This is an optimization exercise on Yosys and OpenROAD, whose aim is small area, not a production implementation.
Function was checked by simulation only, so behaviour that the tests miss may differ from the original.
Power is estimated from default activity; no workload was simulated.

==> inputs of job 5300 <==
==> flow/design.v (excerpt) <==
module synth_top #(
    parameter int clks_per_bit = 8,
    parameter int sample_div   = 64
) (
    input  logic                            clk,
    input  logic                            rst_n,
    input  logic                            di,
    input  logic [3:0]                      channel,
    output logic [synth_pkg::sample_w-1:0]   sample,
    output logic                            sample_valid,
    input  logic                            sample_ready,
    output logic [synth_pkg::num_voices-1:0] voice_active
);
==> module osc_bank, before the edit <==
module osc_bank #(
    parameter int sample_div = 64
) (
    input  logic                            clk,
    input  logic                            rst_n,
    input  logic [synth_pkg::midi_w-1:0]     note_in,
    input  logic [synth_pkg::midi_w-1:0]     vel_in,
    input  logic                            wr_head,
    input  logic                            note_off,
    input  logic                            note_off_nx,
    input  logic [synth_pkg::num_voices-1:0] voice_active,
    input  logic [synth_pkg::num_voices-1:0] off_sel,
    input  synth_pkg::waveform_t            waveform,
    output logic [synth_pkg::num_voices-1:0] note_match,
    output logic [1:0]                      h,
    output logic [synth_pkg::sample_w-1:0]   mix,
    output logic                            sample_tick
);
    localparam int nv = synth_pkg::num_voices;
    localparam int pw = synth_pkg::phase_w;
    localparam int mw = synth_pkg::midi_w;
    localparam int sw = synth_pkg::sample_w;
    logic [5:0]            dm;
    logic [3:0]            k;
    logic [nv-1:0][pw-1:0] r_phase;
    logic [nv-1:0][mw-1:0] r_note;
    logic [nv-1:0][mw-1:0] r_vel;
    logic [nv-1:0][sw-1:0] r_prod;
    logic [nv-1:0]         r_cy;
    logic [nv-1:0]         alive;
    synth_pkg::waveform_t  wave_t;
    logic [sw+1:0]         acc;
    logic [sw+1:0]         acc_sum;
    logic                  surv;
    logic [sw-1:0]         top;
    logic [sw-1:0]         shaped;
    logic [sw:0]           pp;
    logic [3:0]            octave;
    logic [3:0]            semi;
    logic [pw-1:0]         base;
    logic [4:0]            bidx;
    logic [31:0]           base_x;
    logic [1:0]            inc2;
    logic [2:0]            sum2;
    logic [pw-1:0]         phase_fb;
    always_ff @(posedge clk) begin
        if (!rst_n) begin
            dm          <= 6'd63;
            sample_tick <= 1'b0;
        end else begin
            dm          <= dm + 1'b1;
            sample_tick <= (dm == 6'd62);
        end
    end
    assign h = dm[1:0];
    assign k = dm[5:2];
    always_ff @(posedge clk) begin
        note_match[h] <= (r_note[0] == note_in);
    end
    always_comb begin
        case (h)
            2'd0:    surv = alive[0] && voice_active[0] && !((note_off || note_off_nx) && off_sel[0]);
            2'd1:    surv = alive[1] && voice_active[1] && !(note_off && off_sel[1]);
            2'd2:    surv = alive[2] && voice_active[2];
            default: surv = alive[3];
        endcase
    end
    always_comb begin
        top = r_phase[0][pw-1 -: sw];
        case (wave_t)
            synth_pkg::wave_square:   shaped = {sw{top[sw-1]}};
            synth_pkg::wave_triangle: shaped = top[sw-1] ? {~top[sw-2:0], 1'b0}
                                                         : {top[sw-2:0], 1'b0};
            default:                  shaped = top;
        endcase
        pp = ((k == 4'd0) ? '0 : {1'b0, r_prod[0]}) + (r_vel[0][k[2:0]] ? {1'b0, shaped} : '0);
    end
    always_comb begin
        octave   = 4'(r_note[0] / 7'd12);
        semi     = 4'(r_note[0] % 7'd12);
        base     = synth_pkg::semi_base(semi);
        bidx     = {1'b0, k[2:0], 1'b0} + 5'd10 - {1'b0, octave};
        base_x   = {16'd0, base};
        inc2     = base_x[bidx +: 2];
        sum2     = {1'b0, r_phase[0][1:0]} + {1'b0, inc2} + {2'b0, (k[2:0] != 3'd0) && r_cy[0]};
        phase_fb = {sum2[1:0], r_phase[0][pw-1:2]};
        if (k == 4'd15 && !surv) phase_fb = '0;
    end
    always_comb begin
        acc_sum  = ((dm == 6'd60) ? '0 : acc) + (surv ? (sw+2)'(r_prod[0]) : '0);
    end
    assign mix = acc_sum[sw+1 -: sw];
    always_ff @(posedge clk) begin
        for (int i = 0; i < nv - 1; i++) begin
            r_phase[i] <= r_phase[i+1];
            r_note[i]  <= r_note[i+1];
            r_vel[i]   <= r_vel[i+1];
            r_prod[i]  <= r_prod[i+1];
            r_cy[i]    <= r_cy[i+1];
        end
        r_phase[nv-1] <= k[3] ? phase_fb : r_phase[0];
        r_prod[nv-1]  <= (!k[3] && k[2:0] != 3'd7) ? pp[sw:1] : r_prod[0];
        r_cy[nv-1]    <= sum2[2];
        r_note[nv-1]  <= wr_head ? note_in : r_note[0];
        r_vel[nv-1]   <= wr_head ? vel_in : r_vel[0];
        acc           <= acc_sum;
        if (sample_tick) wave_t <= waveform;
    end
    always_ff @(posedge clk) begin
        if (!rst_n) begin
            alive <= '0;
        end else if (sample_tick) begin
            alive <= voice_active;
        end else begin
            alive <= alive & voice_active;
        end
    end
endmodule
export LEC_CHECK = 0
export ABC_AREA = 1
export CAP_MARGIN = 20
export CORE_MARGIN = 2
export CORE_UTILIZATION = 40
export SLEW_MARGIN = 20
create_clock -name core_clock -period 10.0 [get_ports {clk}]
run.sh (not shown) runs the stock make flow with config.mk's settings and CLKGATE_MAP_FILE= SYNTH_SCRIPT=/design/flow/synth_recipe.tcl, a recipe that flattens the netlist after the stock synthesis.
==> inputs of job 7051, as changes to job 5300 <==
--- a/flow/design.v
+++ b/flow/design.v
@@ -7,14 +7,38 @@
         wave_saw      = 2'd0,
         wave_square   = 2'd1,
         wave_triangle = 2'd2
     } waveform_t;
     localparam logic [midi_w-1:0] cc_waveform     = 7'd70;
     localparam logic [midi_w-1:0] cc_square_min   = 7'd43;
     localparam logic [midi_w-1:0] cc_triangle_min = 7'd86;
+    function automatic logic [10:0] rca10(input logic [9:0] a, input logic [9:0] b, input logic cin);
+        logic [10:0] c;
+        logic [9:0]  x;
+        c[0] = cin;
+        for (int i = 0; i < 10; i++) begin
+            x[i]   = a[i] ^ b[i] ^ c[i];
+            c[i+1] = (a[i] & b[i]) | (c[i] & (a[i] ^ b[i]));
+        end
+        rca10 = {c[10], x};
+    endfunction
+    function automatic logic [7:0] octave_semi(input logic [6:0] note);
+        logic [3:0] o;
+        logic [1:0] r;
+        logic [2:0] t;
+        logic       ge;
+        r = {1'b0, note[6]};
+        for (int i = 5; i >= 2; i--) begin
+            t      = {r, note[i]};
+            ge     = t[2] | (t[1] & t[0]);
+            o[i-2] = ge;
+            r      = ge ? {t[2] & t[0], t[2] & !t[0]} : t[1:0];
+        end
+        octave_semi = {o, r, note[1:0]};
+    endfunction
     function automatic logic [phase_w-1:0] semi_base(input logic [3:0] semi);
         case (semi)
             4'd0:    semi_base = 16'd16384;
             4'd1:    semi_base = 16'd17358;
             4'd2:    semi_base = 16'd18391;
             4'd3:    semi_base = 16'd19484;
             4'd4:    semi_base = 16'd20643;
@@ -56,67 +80,53 @@
 ) (
     input  logic       clk,
     input  logic       rst_n,
     input  logic       di,
     output logic [7:0] byte_data,
     output logic       byte_valid
 );
-    localparam int cnt_w = $clog2(clks_per_bit);
-    localparam logic [cnt_w-1:0] cnt_full = cnt_w'(clks_per_bit - 1);
-    localparam logic [cnt_w-1:0] cnt_half = cnt_w'(clks_per_bit / 2 - 1);
-    typedef enum logic [1:0] {st_idle, st_start, st_data, st_stop} state_t;
-    state_t           state;
-    logic [cnt_w-1:0] cnt;
-    logic [2:0]       bit_idx;
+    localparam logic [1:0] st_idle  = 2'd0;
+    localparam logic [1:0] st_start = 2'd1;
+    localparam logic [1:0] st_data  = 2'd2;
+    localparam logic [1:0] st_stop  = 2'd3;
+    logic [7:0]       sc;
+    logic [1:0]       state;
+    logic [5:0]       c;
+    logic [5:0]       c_inc;
     logic [1:0]       di_sync;
     logic [7:0]       shift;
     logic             rx;
     logic             take_bit;
+    assign state      = sc[7:6];
+    assign c          = sc[5:0];
     assign rx         = di_sync[1];
-    assign take_bit   = (state == st_data) && (cnt == cnt_full);
+    assign take_bit   = (state == st_data) && (c[2:0] == 3'd7);
     assign byte_data  = shift;
-    assign byte_valid = (state == st_idle) && cnt[0];
+    assign byte_valid = (state == st_idle) && c[0];
+    assign c_inc      = 6'(synth_pkg::rca10(10'(c), 10'd0, 1'b1));
     always_ff @(posedge clk) begin
         if (!rst_n) begin
-            state      <= st_idle;
-            cnt        <= '0;
-            bit_idx    <= '0;
+            sc         <= '0;
             di_sync    <= 2'b11;
         end else begin
             di_sync    <= {di_sync[0], di};
             case (state)
                 st_idle: begin
-                    cnt <= '0;
-                    if (!rx) state <= st_start;
+                    sc <= {rx ? st_idle : st_start, 6'd0};
                 end
                 st_start: begin
-                    if (cnt == cnt_half) begin
-                        cnt     <= '0;
-                        bit_idx <= '0;
-                        state   <= rx ? st_idle : st_data;
-                    end else begin
-                        cnt <= cnt + 1'b1;
-                    end
+                    if (c[1:0] == 2'd3) sc <= {rx ? st_idle : st_data, 6'd0};
+                    else                sc <= {st_start, c_inc};
                 end
                 st_data: begin
-                    if (take_bit) begin
-                        cnt     <= '0;
-                        bit_idx <= bit_idx + 1'b1;
-                        if (bit_idx == 3'd7) state <= st_stop;
-                    end else begin
-                        cnt <= cnt + 1'b1;
-                    end
+                    sc <= {(c == 6'd63) ? st_stop : st_data, c_inc};
                 end
                 default: begin
-                    if (cnt == cnt_full) begin
-                        cnt   <= cnt_w'(rx);
-                        state <= st_idle;
-                    end else begin
-                        cnt <= cnt + 1'b1;
-                    end
+                    if (c[2:0] == 3'd7) sc <= {st_idle, 5'd0, rx};
+                    else                sc <= {st_stop, c_inc};
                 end
             endcase
         end
     end
     always_ff @(posedge clk) begin
         if (take_bit) shift <= {rx, shift[7:1]};
     end
@@ -136,15 +146,15 @@
 );
     typedef enum logic [1:0] {rs_none, rs_note_on, rs_note_off, rs_cc} run_t;
     run_t              run;
     logic              have_first;
     logic              is_status;
     logic              is_data;
     logic              second;
-    assign is_status = byte_valid && byte_data[7] && (byte_data < 8'hF8);
+    assign is_status = byte_valid && byte_data[7] && !(&byte_data[6:3]);
     assign is_data   = byte_valid && !byte_data[7] && (run != rs_none);
     assign second    = is_data && have_first;
     assign note_off_nx = second && ((run == rs_note_off) ||
                                     ((run == rs_note_on) && (byte_data[6:0] == '0)));
     always_ff @(posedge clk) begin
         if (!rst_n) begin
             run        <= rs_none;
@@ -237,21 +247,25 @@
     input  logic                        clk,
     input  logic                        rst_n,
     input  logic [synth_pkg::midi_w-1:0] cc_num,
     input  logic [synth_pkg::midi_w-1:0] cc_val,
     input  logic                        cc_valid,
     output synth_pkg::waveform_t        waveform
 );
+    logic ge_tri;
+    logic ge_sq;
+    assign ge_tri = cc_val[6] && (cc_val[5] || (cc_val[4] && (cc_val[3] || (cc_val[2] && cc_val[1]))));
+    assign ge_sq  = cc_val[6] || (cc_val[5] && (cc_val[4] || (cc_val[3] && (cc_val[2] || (cc_val[1] && cc_val[0])))));
     always_ff @(posedge clk) begin
         if (!rst_n) begin
             waveform <= synth_pkg::wave_saw;
         end else if (cc_valid && (cc_num == synth_pkg::cc_waveform)) begin
-            if (cc_val >= synth_pkg::cc_triangle_min) begin
+            if (ge_tri) begin
                 waveform <= synth_pkg::wave_triangle;
-            end else if (cc_val >= synth_pkg::cc_square_min) begin
+            end else if (ge_sq) begin
                 waveform <= synth_pkg::wave_square;
             end else begin
                 waveform <= synth_pkg::wave_saw;
             end
         end
     end
 endmodule
@@ -302,22 +316,24 @@
     logic [2:0]            sum2;
     logic [pw-1:0]         phase_fb;
     always_ff @(posedge clk) begin
         if (!rst_n) begin
             dm          <= 6'd63;
             sample_tick <= 1'b0;
         end else begin
-            dm          <= dm + 1'b1;
+            dm          <= 6'(synth_pkg::rca10(10'(dm), 10'd0, 1'b1));
             sample_tick <= (dm == 6'd62);
         end
     end
     assign h = dm[1:0];
     assign k = dm[5:2];
     always_ff @(posedge clk) begin
-        note_match[h] <= (r_note[0] == note_in);
+        for (int v = 0; v < nv; v++) begin
+            if (h == 2'(v)) note_match[v] <= (r_note[0] == note_in);
+        end
     end
     always_comb begin
         case (h)
             2'd0:    surv = alive[0] && voice_active[0] && !((note_off || note_off_nx) && off_sel[0]);
             2'd1:    surv = alive[1] && voice_active[1] && !(note_off && off_sel[1]);
             2'd2:    surv = alive[2] && voice_active[2];
             default: surv = alive[3];
@@ -327,29 +343,28 @@
         top = r_phase[0][pw-1 -: sw];
         case (wave_t)
             synth_pkg::wave_square:   shaped = {sw{top[sw-1]}};
             synth_pkg::wave_triangle: shaped = top[sw-1] ? {~top[sw-2:0], 1'b0}
                                                          : {top[sw-2:0], 1'b0};
             default:                  shaped = top;
         endcase
-        pp = ((k == 4'd0) ? '0 : {1'b0, r_prod[0]}) + (r_vel[0][k[2:0]] ? {1'b0, shaped} : '0);
+        pp = 9'(synth_pkg::rca10(10'((k == 4'd0) ? '0 : r_prod[0]), 10'(r_vel[0][k[2:0]] ? shaped : '0), 1'b0));
     end
     always_comb begin
-        octave   = 4'(r_note[0] / 7'd12);
-        semi     = 4'(r_note[0] % 7'd12);
+        {octave, semi} = synth_pkg::octave_semi(r_note[0]);
         base     = synth_pkg::semi_base(semi);
-        bidx     = {1'b0, k[2:0], 1'b0} + 5'd10 - {1'b0, octave};
+        bidx     = 5'(synth_pkg::rca10(synth_pkg::rca10(10'({k[2:0], 1'b0}), 10'd27, 1'b0), {6'd0, ~octave}, 1'b0));
         base_x   = {16'd0, base};
         inc2     = base_x[bidx +: 2];
-        sum2     = {1'b0, r_phase[0][1:0]} + {1'b0, inc2} + {2'b0, (k[2:0] != 3'd0) && r_cy[0]};
+        sum2     = 3'(synth_pkg::rca10(10'(r_phase[0][1:0]), 10'(inc2), (k[2:0] != 3'd0) && r_cy[0]));
         phase_fb = {sum2[1:0], r_phase[0][pw-1:2]};
         if (k == 4'd15 && !surv) phase_fb = '0;
     end
     always_comb begin
-        acc_sum  = ((dm == 6'd60) ? '0 : acc) + (surv ? (sw+2)'(r_prod[0]) : '0);
+        acc_sum  = (sw+2)'(synth_pkg::rca10((dm == 6'd60) ? '0 : acc, surv ? 10'(r_prod[0]) : '0, 1'b0));
     end
     assign mix = acc_sum[sw+1 -: sw];
     always_ff @(posedge clk) begin
         for (int i = 0; i < nv - 1; i++) begin
             r_phase[i] <= r_phase[i+1];
             r_note[i]  <= r_note[i+1];
             r_vel[i]   <= r_vel[i+1];
==> flow/flow/run.sh (new file) <==
#!/bin/bash
set -euo pipefail
cd "$(dirname "$0")/.."
bash standard.sh \
  "CTS_ARGS=-sink_clustering_enable -repair_clock_nets -dont_use_dummy_load -sink_clustering_size 12 -sink_clustering_max_diameter 30 -buf_list sky130_fd_sc_hd__clkbuf_4" \
  "BUFFER_PORTS_ARGS=-buffer_cell sky130_fd_sc_hd__buf_1" \
  finish > flow.log 2>&1
==> flow/standard.sh (new file) <==
#!/bin/bash
# synth_recipe.tcl (not shown) runs the flow's synth.tcl, then flattens the netlist and writes it again
# the make line also repeats each setting of config.mk as NAME=value (left out here)
make -C /OpenROAD-flow-scripts/flow DESIGN_CONFIG=/design/flow/config.mk WORK_HOME=/design/flow/orfs CLKGATE_MAP_FILE= SYNTH_SCRIPT=/design/flow/synth_recipe.tcl "${@:-finish}"
==> flow/config.mk (replaced) <==
export PLATFORM = sky130hd
export DESIGN_NAME = synth_top
export DESIGN_NICKNAME = synth_top
export VERILOG_FILES = /design/flow/design.v
export SDC_FILE = /design/flow/constraint.sdc
export NUM_CORES = 4
export LEC_CHECK = 0
export ABC_AREA = 1
export CAP_MARGIN = 20
export CORE_MARGIN = 2
export CORE_UTILIZATION = 60
export SLEW_MARGIN = 20
removed: flow/run.sh
==> inputs of job 1317, as changes to job 5300 <==
--- a/flow/design.v
+++ b/flow/design.v
@@ -7,30 +7,14 @@
         wave_saw      = 2'd0,
         wave_square   = 2'd1,
         wave_triangle = 2'd2
     } waveform_t;
     localparam logic [midi_w-1:0] cc_waveform     = 7'd70;
     localparam logic [midi_w-1:0] cc_square_min   = 7'd43;
     localparam logic [midi_w-1:0] cc_triangle_min = 7'd86;
-    function automatic logic [phase_w-1:0] semi_base(input logic [3:0] semi);
-        case (semi)
-            4'd0:    semi_base = 16'd16384;
-            4'd1:    semi_base = 16'd17358;
-            4'd2:    semi_base = 16'd18391;
-            4'd3:    semi_base = 16'd19484;
-            4'd4:    semi_base = 16'd20643;
-            4'd5:    semi_base = 16'd21870;
-            4'd6:    semi_base = 16'd23170;
-            4'd7:    semi_base = 16'd24548;
-            4'd8:    semi_base = 16'd26008;
-            4'd9:    semi_base = 16'd27554;
-            4'd10:   semi_base = 16'd29193;
-            default: semi_base = 16'd30929;
-        endcase
-    endfunction
     function automatic logic [phase_w-1:0] note_incr(input logic [midi_w-1:0] note);
         logic [3:0]         octave;
         logic [3:0]         semi;
         logic [phase_w-1:0] base;
         octave = 4'(note / 7'd12);
         semi   = 4'(note % 7'd12);
         case (semi)
@@ -274,50 +258,44 @@
     output logic [synth_pkg::sample_w-1:0]   mix,
     output logic                            sample_tick
 );
     localparam int nv = synth_pkg::num_voices;
     localparam int pw = synth_pkg::phase_w;
     localparam int mw = synth_pkg::midi_w;
     localparam int sw = synth_pkg::sample_w;
-    logic [5:0]            dm;
-    logic [3:0]            k;
+    logic [5:0]          div_cnt;
     logic [nv-1:0][pw-1:0] r_phase;
     logic [nv-1:0][mw-1:0] r_note;
     logic [nv-1:0][mw-1:0] r_vel;
-    logic [nv-1:0][sw-1:0] r_prod;
-    logic [nv-1:0]         r_cy;
-    logic [nv-1:0]         alive;
-    synth_pkg::waveform_t  wave_t;
-    logic [sw+1:0]         acc;
-    logic [sw+1:0]         acc_sum;
-    logic                  surv;
-    logic [sw-1:0]         top;
-    logic [sw-1:0]         shaped;
-    logic [sw:0]           pp;
-    logic [3:0]            octave;
-    logic [3:0]            semi;
-    logic [pw-1:0]         base;
-    logic [4:0]            bidx;
-    logic [31:0]           base_x;
-    logic [1:0]            inc2;
-    logic [2:0]            sum2;
-    logic [pw-1:0]         phase_fb;
+    logic [nv-1:0]       alive;
+    synth_pkg::waveform_t wave_t;
+    logic [sw+1:0]       acc;
+    logic [sw+1:0]       acc_sum;
+    logic                upd;
+    logic                surv;
+    logic [sw-1:0]       top;
+    logic [sw-1:0]       shaped;
+    logic [sw+mw-1:0]    prod;
+    logic [sw-1:0]       scaled;
+    logic [pw-1:0]       phase_nx;
+    logic [nv-1:0]       match_pos;
     always_ff @(posedge clk) begin
         if (!rst_n) begin
-            dm          <= 6'd63;
+            div_cnt     <= '0;
             sample_tick <= 1'b0;
         end else begin
-            dm          <= dm + 1'b1;
-            sample_tick <= (dm == 6'd62);
+            div_cnt     <= div_cnt + 1'b1;
+            sample_tick <= (div_cnt == 6'd63);
         end
     end
-    assign h = dm[1:0];
-    assign k = dm[5:2];
-    always_ff @(posedge clk) begin
-        note_match[h] <= (r_note[0] == note_in);
+    assign h   = div_cnt[1:0] - 2'd1;
+    assign upd = (div_cnt[5:2] == 4'hF && div_cnt[1:0] != 2'd0) || (div_cnt == 6'd0);
+    always_comb begin
+        for (int i = 0; i < nv; i++) match_pos[i] = (r_note[i] == note_in);
+        for (int v = 0; v < nv; v++) note_match[v] = match_pos[2'(v) - h];
     end
     always_comb begin
         case (h)
             2'd0:    surv = alive[0] && voice_active[0] && !((note_off || note_off_nx) && off_sel[0]);
             2'd1:    surv = alive[1] && voice_active[1] && !(note_off && off_sel[1]);
             2'd2:    surv = alive[2] && voice_active[2];
             default: surv = alive[3];
@@ -327,42 +305,27 @@
         top = r_phase[0][pw-1 -: sw];
         case (wave_t)
             synth_pkg::wave_square:   shaped = {sw{top[sw-1]}};
             synth_pkg::wave_triangle: shaped = top[sw-1] ? {~top[sw-2:0], 1'b0}
                                                          : {top[sw-2:0], 1'b0};
             default:                  shaped = top;
         endcase
-        pp = ((k == 4'd0) ? '0 : {1'b0, r_prod[0]}) + (r_vel[0][k[2:0]] ? {1'b0, shaped} : '0);
-    end
-    always_comb begin
-        octave   = 4'(r_note[0] / 7'd12);
-        semi     = 4'(r_note[0] % 7'd12);
-        base     = synth_pkg::semi_base(semi);
-        bidx     = {1'b0, k[2:0], 1'b0} + 5'd10 - {1'b0, octave};
-        base_x   = {16'd0, base};
-        inc2     = base_x[bidx +: 2];
-        sum2     = {1'b0, r_phase[0][1:0]} + {1'b0, inc2} + {2'b0, (k[2:0] != 3'd0) && r_cy[0]};
-        phase_fb = {sum2[1:0], r_phase[0][pw-1:2]};
-        if (k == 4'd15 && !surv) phase_fb = '0;
-    end
-    always_comb begin
-        acc_sum  = ((dm == 6'd60) ? '0 : acc) + (surv ? (sw+2)'(r_prod[0]) : '0);
+        prod     = shaped * r_vel[0];
+        scaled   = prod[mw +: sw];
+        acc_sum  = ((div_cnt == 6'd61) ? '0 : acc) + (surv ? (sw+2)'(scaled) : '0);
+        phase_nx = surv ? r_phase[0] + synth_pkg::note_incr(r_note[0]) : '0;
     end
     assign mix = acc_sum[sw+1 -: sw];
     always_ff @(posedge clk) begin
         for (int i = 0; i < nv - 1; i++) begin
             r_phase[i] <= r_phase[i+1];
             r_note[i]  <= r_note[i+1];
             r_vel[i]   <= r_vel[i+1];
-            r_prod[i]  <= r_prod[i+1];
-            r_cy[i]    <= r_cy[i+1];
         end
-        r_phase[nv-1] <= k[3] ? phase_fb : r_phase[0];
-        r_prod[nv-1]  <= (!k[3] && k[2:0] != 3'd7) ? pp[sw:1] : r_prod[0];
-        r_cy[nv-1]    <= sum2[2];
+        r_phase[nv-1] <= upd ? phase_nx : r_phase[0];
         r_note[nv-1]  <= wr_head ? note_in : r_note[0];
         r_vel[nv-1]   <= wr_head ? vel_in : r_vel[0];
         acc           <= acc_sum;
         if (sample_tick) wave_t <= waveform;
     end
     always_ff @(posedge clk) begin
         if (!rst_n) begin
==> flow/config.mk (replaced) <==
export PLATFORM = sky130hd
export DESIGN_NAME = synth_top
export DESIGN_NICKNAME = synth_top
export VERILOG_FILES = /design/flow/design.v
export SDC_FILE = /design/flow/constraint.sdc
export NUM_CORES = 4
export LEC_CHECK = 0
export CAP_MARGIN = 20
export CORE_MARGIN = 2
export CORE_UTILIZATION = 40
export SLEW_MARGIN = 20
==> summary.txt <==
- The lowest via count belongs to job 7051, the highest to job 1317.
- Global-route usage: job 5300 < job 1317 < job 7051.
- Of job 7051 and job 1317, job 7051 has the higher sequential power (gap about 43%, measured against job 1317).
- Between job 5300 and job 7051, the lower combinational power is in job 5300 (gap 4.8%, measured against job 7051).
- Flip-flop and latch count: job 1317 is lower than job 7051 (40).
- Against job 5300, the cell count of job 7051 is lower by 14%.
- In job 7051 the maximum frequency is lower than in job 5300, by 23%.
- Synthesized cell count: job 7051 < job 5300 < job 1317.
- Between job 1317 and job 7051, the lower first-iteration DRC count is in job 7051 (gap 30%, measured against job 7051).
- Between job 1317 and job 7051, the lower area after synthesis is in job 7051 (gap 25%, measured against job 7051).

[afterwards: timing with drivers on the ports]
The results above use ideal ports. As a check the final layouts listed here were re-extracted and re-timed, cells and wires unchanged. Step 1: set_driving_cell puts a clkbuf_16 on clk and a buf_2 on each other input, an assumption about the parent block. Step 2 adds t to the input delays and takes it off the output delays; t is the mean of the earliest and latest rising clock arrival at the registers after step 1. Input paths then give back, and output paths get back, about the clock's delay inside the block. Slacks: ideal ports / drivers / drivers and shift; pairs: ideal ports / drivers.
run | t, ns | setup WS [ns] | hold slack, ns | worst data-port slew with drivers (ns)
job 5300 | 0.545 | 6.024 / 6.024 / 5.898 | 0.312 / 0.312 / 0.312 | 0.03
job 7051 | 0.622 | 4.869 / 4.869 / 4.869 | 0.280 / 0.280 / 0.280 | 0.03
job 1317 | 0.481 | 2.411 / 2.411 / 2.411 | 0.321 / 0.321 / 0.321 | 0.03
After both steps setup and hold are still met in every run listed. For job 5300, which loses most, drivers alone change the setup slack by 0.000 ns; drivers and shift together by -0.126 ns.
